This design comes from an exercise in tuning for small area on the open sky130 flow, not from production work. Function was checked by simulation only, so behaviour that the tests miss may differ from the original. No activity file was given, so power comes from the tool's default toggle rates.

==> exp/yarrow <==
Design wb_regfile, start of the top module:
module wb_regfile #(
    parameter int unsigned COUNT_W = 16
) (
    input  logic               clk,
    input  logic               rst,
    input  logic [4:0]         mem_wb_rd,
    input  logic               mem_wb_mem_to_reg,
    input  logic               mem_wb_regwrite,
    input  logic [31:0]        mem_wb_aluout1,
    input  logic [31:0]        mem_wb_aluout2,
    input  logic [4:0]         id_rs1,
    input  logic [4:0]         id_rs2,
    output logic [31:0]        rs1_data,
    output logic [31:0]        rs2_data,
    output logic [31:0]        wb_data,
    output logic               wb_we,
    output logic [COUNT_W-1:0] wb_count
);
==> module wb_regfile, before the edit <==
module wb_regfile #(
    parameter int unsigned COUNT_W = 16
) (
    input  logic               clk,
    input  logic               rst,
    input  logic [4:0]         mem_wb_rd,
    input  logic               mem_wb_mem_to_reg,
    input  logic               mem_wb_regwrite,
    input  logic [31:0]        mem_wb_aluout1,
    input  logic [31:0]        mem_wb_aluout2,
    input  logic [4:0]         id_rs1,
    input  logic [4:0]         id_rs2,
    output logic [31:0]        rs1_data,
    output logic [31:0]        rs2_data,
    output logic [31:0]        wb_data,
    output logic               wb_we,
    output logic [COUNT_W-1:0] wb_count
);
    localparam int unsigned XLEN = 32;
    localparam int unsigned NREG = 32;
    localparam int unsigned AW   = 5;
    logic [XLEN-1:0]    r_regs [NREG];
    logic [COUNT_W-1:0] r_count;
    logic [XLEN-1:0]    w_wb_data;
    logic               w_wb_we;
    logic [XLEN-1:0]    w_rs1_data;
    logic [XLEN-1:0]    w_rs2_data;
    assign w_wb_data = mem_wb_mem_to_reg ? mem_wb_aluout2 : mem_wb_aluout1;
    assign w_wb_we   = mem_wb_regwrite && (mem_wb_rd != AW'(0)) && !rst;
    always_ff @(posedge clk) begin
        if (rst) begin
            for (int i = 0; i < int'(NREG); i++) begin
                r_regs[i] <= '0;
            end
            r_count <= '0;
        end else if (w_wb_we) begin
            r_regs[mem_wb_rd] <= w_wb_data;
            r_count           <= r_count + COUNT_W'(1);
        end
    end
    always_comb begin
        w_rs1_data = (id_rs1 == AW'(0)) ? XLEN'(0) : r_regs[id_rs1];
    end
    always_comb begin
        w_rs2_data = (id_rs2 == AW'(0)) ? XLEN'(0) : r_regs[id_rs2];
    end
    assign rs1_data = w_rs1_data;
    assign rs2_data = w_rs2_data;
    assign wb_data  = w_wb_data;
    assign wb_we    = w_wb_we;
    assign wb_count = r_count;
endmodule
Settings: LEC_CHECK=0, CAP_MARGIN=20, CORE_MARGIN=2, CORE_UTILIZATION=40, SLEW_MARGIN=20; clock period 6.0 ns.
run.sh (not shown) runs the stock make flow with config.mk's settings and CLKGATE_MAP_FILE= SYNTH_SCRIPT=/design/flow/synth_recipe.tcl, a recipe that flattens the netlist after the stock synthesis.
==> exp/delta: changes against exp/yarrow <==
==> flow/design.v (replaced) <==
module wb_regfile_bit (
    input  logic q,
    input  logic hold,
    input  logic wr,
    input  logic d,
    output logic n
);
    assign n = (q & hold) | (d & wr);
endmodule
module wb_regfile_rd3 (
    input  logic [2:0] q,
    input  logic [2:0] sel,
    output logic       y_n
);
    assign y_n = ~|(q & sel);
endmodule
module wb_regfile_rdor (
    input  logic [10:0] t_n,
    output logic        y
);
    assign y = ~&t_n;
endmodule
module wb_regfile_rdbit (
    input  logic [30:0] q,
    input  logic [30:0] sel,
    output logic        y
);
    logic [10:0] t_n;
    genvar gk;
    generate
        for (gk = 0; gk < 10; gk++) begin : g_t
            wb_regfile_rd3 u_t (.q(q[3*gk+2:3*gk]), .sel(sel[3*gk+2:3*gk]), .y_n(t_n[gk]));
        end
    endgenerate
    assign t_n[10] = ~(q[30] & sel[30]);
    wb_regfile_rdor u_or (.t_n(t_n), .y(y));
endmodule
module wb_regfile #(
    parameter int unsigned COUNT_W = 16
) (
    input  logic               clk,
    input  logic               rst,
    input  logic [4:0]         mem_wb_rd,
    input  logic               mem_wb_mem_to_reg,
    input  logic               mem_wb_regwrite,
    input  logic [31:0]        mem_wb_aluout1,
    input  logic [31:0]        mem_wb_aluout2,
    input  logic [4:0]         id_rs1,
    input  logic [4:0]         id_rs2,
    output logic [31:0]        rs1_data,
    output logic [31:0]        rs2_data,
    output logic [31:0]        wb_data,
    output logic               wb_we,
    output logic [COUNT_W-1:0] wb_count
);
    localparam int unsigned XLEN = 32;
    localparam int unsigned NREG = 32;
    logic [XLEN-1:0]    r_regs [1:NREG-1];
    logic [XLEN-1:0]    w_next [1:NREG-1];
    logic [COUNT_W-1:0] r_count;
    logic [XLEN-1:0]    w_wb_data;
    logic               w_wb_we;
    logic [NREG-1:1]    w_wr;     
    logic [NREG-1:1]    w_hold;   
    logic [NREG-1:1]    w_sel1;
    logic [NREG-1:1]    w_sel2;
    logic [NREG-2:0]    w_col [XLEN];   
    assign w_wb_data = mem_wb_mem_to_reg ? mem_wb_aluout2 : mem_wb_aluout1;
    assign w_wb_we   = mem_wb_regwrite && (mem_wb_rd != 5'd0) && !rst;
    genvar gi, gb;
    generate
        for (gi = 1; gi < NREG; gi++) begin : g_row
            assign w_wr[gi]   = w_wb_we && (mem_wb_rd == 5'(gi));
            assign w_hold[gi] = !w_wr[gi] && !rst;
            assign w_sel1[gi] = (id_rs1 == 5'(gi));
            assign w_sel2[gi] = (id_rs2 == 5'(gi));
            for (gb = 0; gb < XLEN; gb++) begin : g_bit
                wb_regfile_bit u_nx (
                    .q(r_regs[gi][gb]), .hold(w_hold[gi]), .wr(w_wr[gi]),
                    .d(w_wb_data[gb]), .n(w_next[gi][gb])
                );
                assign w_col[gb][gi-1] = r_regs[gi][gb];
            end
            always_ff @(posedge clk) begin
                r_regs[gi] <= w_next[gi];
            end
        end
        for (gb = 0; gb < XLEN; gb++) begin : g_rd
            wb_regfile_rdbit u_rd1 (.q(w_col[gb]), .sel(w_sel1), .y(rs1_data[gb]));
            wb_regfile_rdbit u_rd2 (.q(w_col[gb]), .sel(w_sel2), .y(rs2_data[gb]));
        end
    endgenerate
    always_ff @(posedge clk) begin
        if (rst) begin
            r_count <= '0;
        end else if (w_wb_we) begin
            r_count <= r_count + COUNT_W'(1);
        end
    end
    assign wb_data  = w_wb_data;
    assign wb_we    = w_wb_we;
    assign wb_count = r_count;
endmodule
==> flow/flow/run.sh (new file) <==
#!/bin/bash
# Standard ORFS layout with two changes: port buffers are the smallest plain
# buffer (the resizer may still upsize them), and clock tree synthesis uses
# small clock buffers without dummy loads.
set -euo pipefail
export BUFFER_PORTS_ARGS="-buffer_cell sky130_fd_sc_hd__buf_1"
export CTS_ARGS="-sink_clustering_enable -repair_clock_nets -dont_use_dummy_load -buf_list {sky130_fd_sc_hd__clkbuf_8} -sink_clustering_size 16 -sink_clustering_max_diameter 100"
bash standard.sh > standard_sh.log 2>&1
==> flow/standard.sh (new file) <==
#!/bin/bash
# synth_recipe.tcl (not shown) runs the flow's synth.tcl, then flattens the netlist and writes it again
# the make line also repeats each setting of config.mk as NAME=value (left out here)
make -C /OpenROAD-flow-scripts/flow DESIGN_CONFIG=/design/flow/config.mk WORK_HOME=/design/flow/orfs CLKGATE_MAP_FILE= SYNTH_SCRIPT=/design/flow/synth_recipe.tcl "${@:-finish}"
--- a/flow/config.mk
+++ b/flow/config.mk
@@ -8,4 +8,8 @@
 export CAP_MARGIN = 20
 export CORE_MARGIN = 2
-export CORE_UTILIZATION = 40
+export CORE_UTILIZATION = 55
+export SETUP_SLACK_MARGIN = 0.2
 export SLEW_MARGIN = 20
+export SYNTH_HIERARCHICAL = 1
+export SYNTH_MINIMUM_KEEP_SIZE = 0
+export TNS_END_PERCENT = 100
removed: flow/run.sh
==> exp/pepper: changes against exp/yarrow <==
==> flow/design.v (replaced) <==
module wb_regfile_bit (
    input  logic q,
    input  logic hold,
    input  logic wr,
    input  logic d,
    output logic n
);
    assign n = (q & hold) | (d & wr);
endmodule
module wb_regfile_rd3 (
    input  logic [2:0] q,
    input  logic [2:0] sel,
    output logic       y_n
);
    assign y_n = ~|(q & sel);
endmodule
module wb_regfile_rdor (
    input  logic [10:0] t_n,
    output logic        y
);
    assign y = ~&t_n;
endmodule
module wb_regfile_rdbit (
    input  logic [30:0] q,
    input  logic [30:0] sel,
    output logic        y
);
    logic [10:0] t_n;
    genvar gk;
    generate
        for (gk = 0; gk < 10; gk++) begin : g_t
            wb_regfile_rd3 u_t (.q(q[3*gk+2:3*gk]), .sel(sel[3*gk+2:3*gk]), .y_n(t_n[gk]));
        end
    endgenerate
    assign t_n[10] = ~(q[30] & sel[30]);
    wb_regfile_rdor u_or (.t_n(t_n), .y(y));
endmodule
module wb_regfile #(
    parameter int unsigned COUNT_W = 16
) (
    input  logic               clk,
    input  logic               rst,
    input  logic [4:0]         mem_wb_rd,
    input  logic               mem_wb_mem_to_reg,
    input  logic               mem_wb_regwrite,
    input  logic [31:0]        mem_wb_aluout1,
    input  logic [31:0]        mem_wb_aluout2,
    input  logic [4:0]         id_rs1,
    input  logic [4:0]         id_rs2,
    output logic [31:0]        rs1_data,
    output logic [31:0]        rs2_data,
    output logic [31:0]        wb_data,
    output logic               wb_we,
    output logic [COUNT_W-1:0] wb_count
);
    localparam int unsigned XLEN = 32;
    localparam int unsigned NREG = 32;
    logic [XLEN-1:0]    r_regs [1:NREG-1];
    logic [XLEN-1:0]    w_next [1:NREG-1];
    logic [COUNT_W-1:0] r_count;
    logic [XLEN-1:0]    w_wb_data;
    logic               w_wb_we;
    logic [NREG-1:1]    w_wr;     
    logic [NREG-1:1]    w_hold;   
    logic [NREG-1:1]    w_sel1;
    logic [NREG-1:1]    w_sel2;
    logic [NREG-2:0]    w_col [XLEN];   
    assign w_wb_data = mem_wb_mem_to_reg ? mem_wb_aluout2 : mem_wb_aluout1;
    assign w_wb_we   = mem_wb_regwrite && (mem_wb_rd != 5'd0) && !rst;
    genvar gi, gb;
    generate
        for (gi = 1; gi < NREG; gi++) begin : g_row
            assign w_wr[gi]   = w_wb_we && (mem_wb_rd == 5'(gi));
            assign w_hold[gi] = !w_wr[gi] && !rst;
            assign w_sel1[gi] = (id_rs1 == 5'(gi));
            assign w_sel2[gi] = (id_rs2 == 5'(gi));
            for (gb = 0; gb < XLEN; gb++) begin : g_bit
                wb_regfile_bit u_nx (
                    .q(r_regs[gi][gb]), .hold(w_hold[gi]), .wr(w_wr[gi]),
                    .d(w_wb_data[gb]), .n(w_next[gi][gb])
                );
                assign w_col[gb][gi-1] = r_regs[gi][gb];
            end
            always_ff @(posedge clk) begin
                r_regs[gi] <= w_next[gi];
            end
        end
        for (gb = 0; gb < XLEN; gb++) begin : g_rd
            wb_regfile_rdbit u_rd1 (.q(w_col[gb]), .sel(w_sel1), .y(rs1_data[gb]));
            wb_regfile_rdbit u_rd2 (.q(w_col[gb]), .sel(w_sel2), .y(rs2_data[gb]));
        end
    endgenerate
    always_ff @(posedge clk) begin
        if (rst) begin
            r_count <= '0;
        end else if (w_wb_we) begin
            r_count <= r_count + COUNT_W'(1);
        end
    end
    assign wb_data  = w_wb_data;
    assign wb_we    = w_wb_we;
    assign wb_count = r_count;
endmodule
==> flow/flow/run.sh (new file) <==
#!/bin/bash
# Standard ORFS layout with two changes: port buffers are the smallest plain
# buffer (the resizer may still upsize them), and clock tree synthesis uses
# small clock buffers without dummy loads.
set -euo pipefail
export BUFFER_PORTS_ARGS="-buffer_cell sky130_fd_sc_hd__buf_1"
export CTS_ARGS="-sink_clustering_enable -repair_clock_nets -dont_use_dummy_load -buf_list {sky130_fd_sc_hd__clkbuf_4 sky130_fd_sc_hd__clkbuf_8}"
bash standard.sh > standard_sh.log 2>&1
==> flow/standard.sh (new file) <==
#!/bin/bash
# synth_recipe.tcl (not shown) runs the flow's synth.tcl, then flattens the netlist and writes it again
# the make line also repeats each setting of config.mk as NAME=value (left out here)
make -C /OpenROAD-flow-scripts/flow DESIGN_CONFIG=/design/flow/config.mk WORK_HOME=/design/flow/orfs CLKGATE_MAP_FILE= SYNTH_SCRIPT=/design/flow/synth_recipe.tcl "${@:-finish}"
--- a/flow/config.mk
+++ b/flow/config.mk
@@ -8,4 +8,8 @@
 export CAP_MARGIN = 20
 export CORE_MARGIN = 2
-export CORE_UTILIZATION = 40
+export CORE_UTILIZATION = 50
+export SETUP_SLACK_MARGIN = 0.2
 export SLEW_MARGIN = 20
+export SYNTH_HIERARCHICAL = 1
+export SYNTH_MINIMUM_KEEP_SIZE = 0
+export TNS_END_PERCENT = 100
removed: flow/run.sh
==> qor summary <==
                                                        exp/yarrow       exp/delta      exp/pepper
Global-route met1 utilization                               36.74%          59.81%          57.53%
Compound-Gate Fraction of Synth Area                        5.284%          39.70%          39.70%
Fin worst setup slack                                    0.3624 ns       0.3104 ns       0.5733 ns
Cell area after synthesis                                53370 µm²       38790 µm²       38790 µm²
Leading area contributor after synthesis                  edfxtp_1         dfxtp_1         dfxtp_1
Area delta synth->final                                     16.19%          13.50%          17.52%
Mapped Avg Cell Area                                     14.14 µm²       11.89 µm²       11.89 µm²
Leakage component of the power                          0.02119 µW      0.01546 µW      0.01621 µW
Worst slew margin relative to its limit                     14.31%          10.88%          16.55%
Period minus WS final                                     5.638 ns        5.690 ns        5.427 ns
Die Height                                                369.3 µm        269.6 µm        282.5 µm
Fraction of power spent switching nets                      25.84%          26.98%          26.30%
Arrival time of data at the critical path endpoint         4.44 ns         4.49 ns         4.23 ns
CTS Buf Count                                                  110              72             166
Worst Tran Pin Value                                      1.277 ns        1.330 ns        1.252 ns
Run status                                          finished clean  finished clean  finished clean
Critical R2R Launch                                     r_count[3]      r_count[4]      r_count[3]
Number of sinks driven by the clock tree                      1040            1008            1008
Non-clock buffer area fraction after layout                 6.593%          5.152%          5.218%
End of the worst register-to-register path             r_count[15]     r_count[11]     r_count[15]

afterwards: timing with drivers on the ports:
The results above use ideal ports. As a check the final layouts listed here were re-extracted and re-timed, cells and wires unchanged.
Step 1: set_driving_cell puts a clkbuf_16 on clk and a buf_2 on each other input, an assumption about the parent block.
Step 2 moves the port delays by t, midway between the first and last clock arrival at a register: inputs arrive t later, outputs are due t later. That takes back most of the time a late clock gives input paths.
a / b / c = ideal / step 1 / step 2; a / b = the first two.
run | t (ns) | setup slack, ns | hold WS [ns] | worst setup path at the end
exp/yarrow | 0.794 | 0.362 / 0.297 / 0.297 | 0.494 / 0.494 / 0.494 | input to output
exp/delta | 0.780 | 0.310 / 0.223 / 0.223 | 0.499 / 0.499 / 0.499 | input to output
exp/pepper | 0.865 | 0.573 / 0.478 / 0.478 | 0.494 / 0.494 / 0.494 | input to output
After both steps setup and hold are still met in every run listed. The setup slack of exp/pepper, which loses most, moves by -0.095 ns with the drivers and by -0.095 ns with both steps.
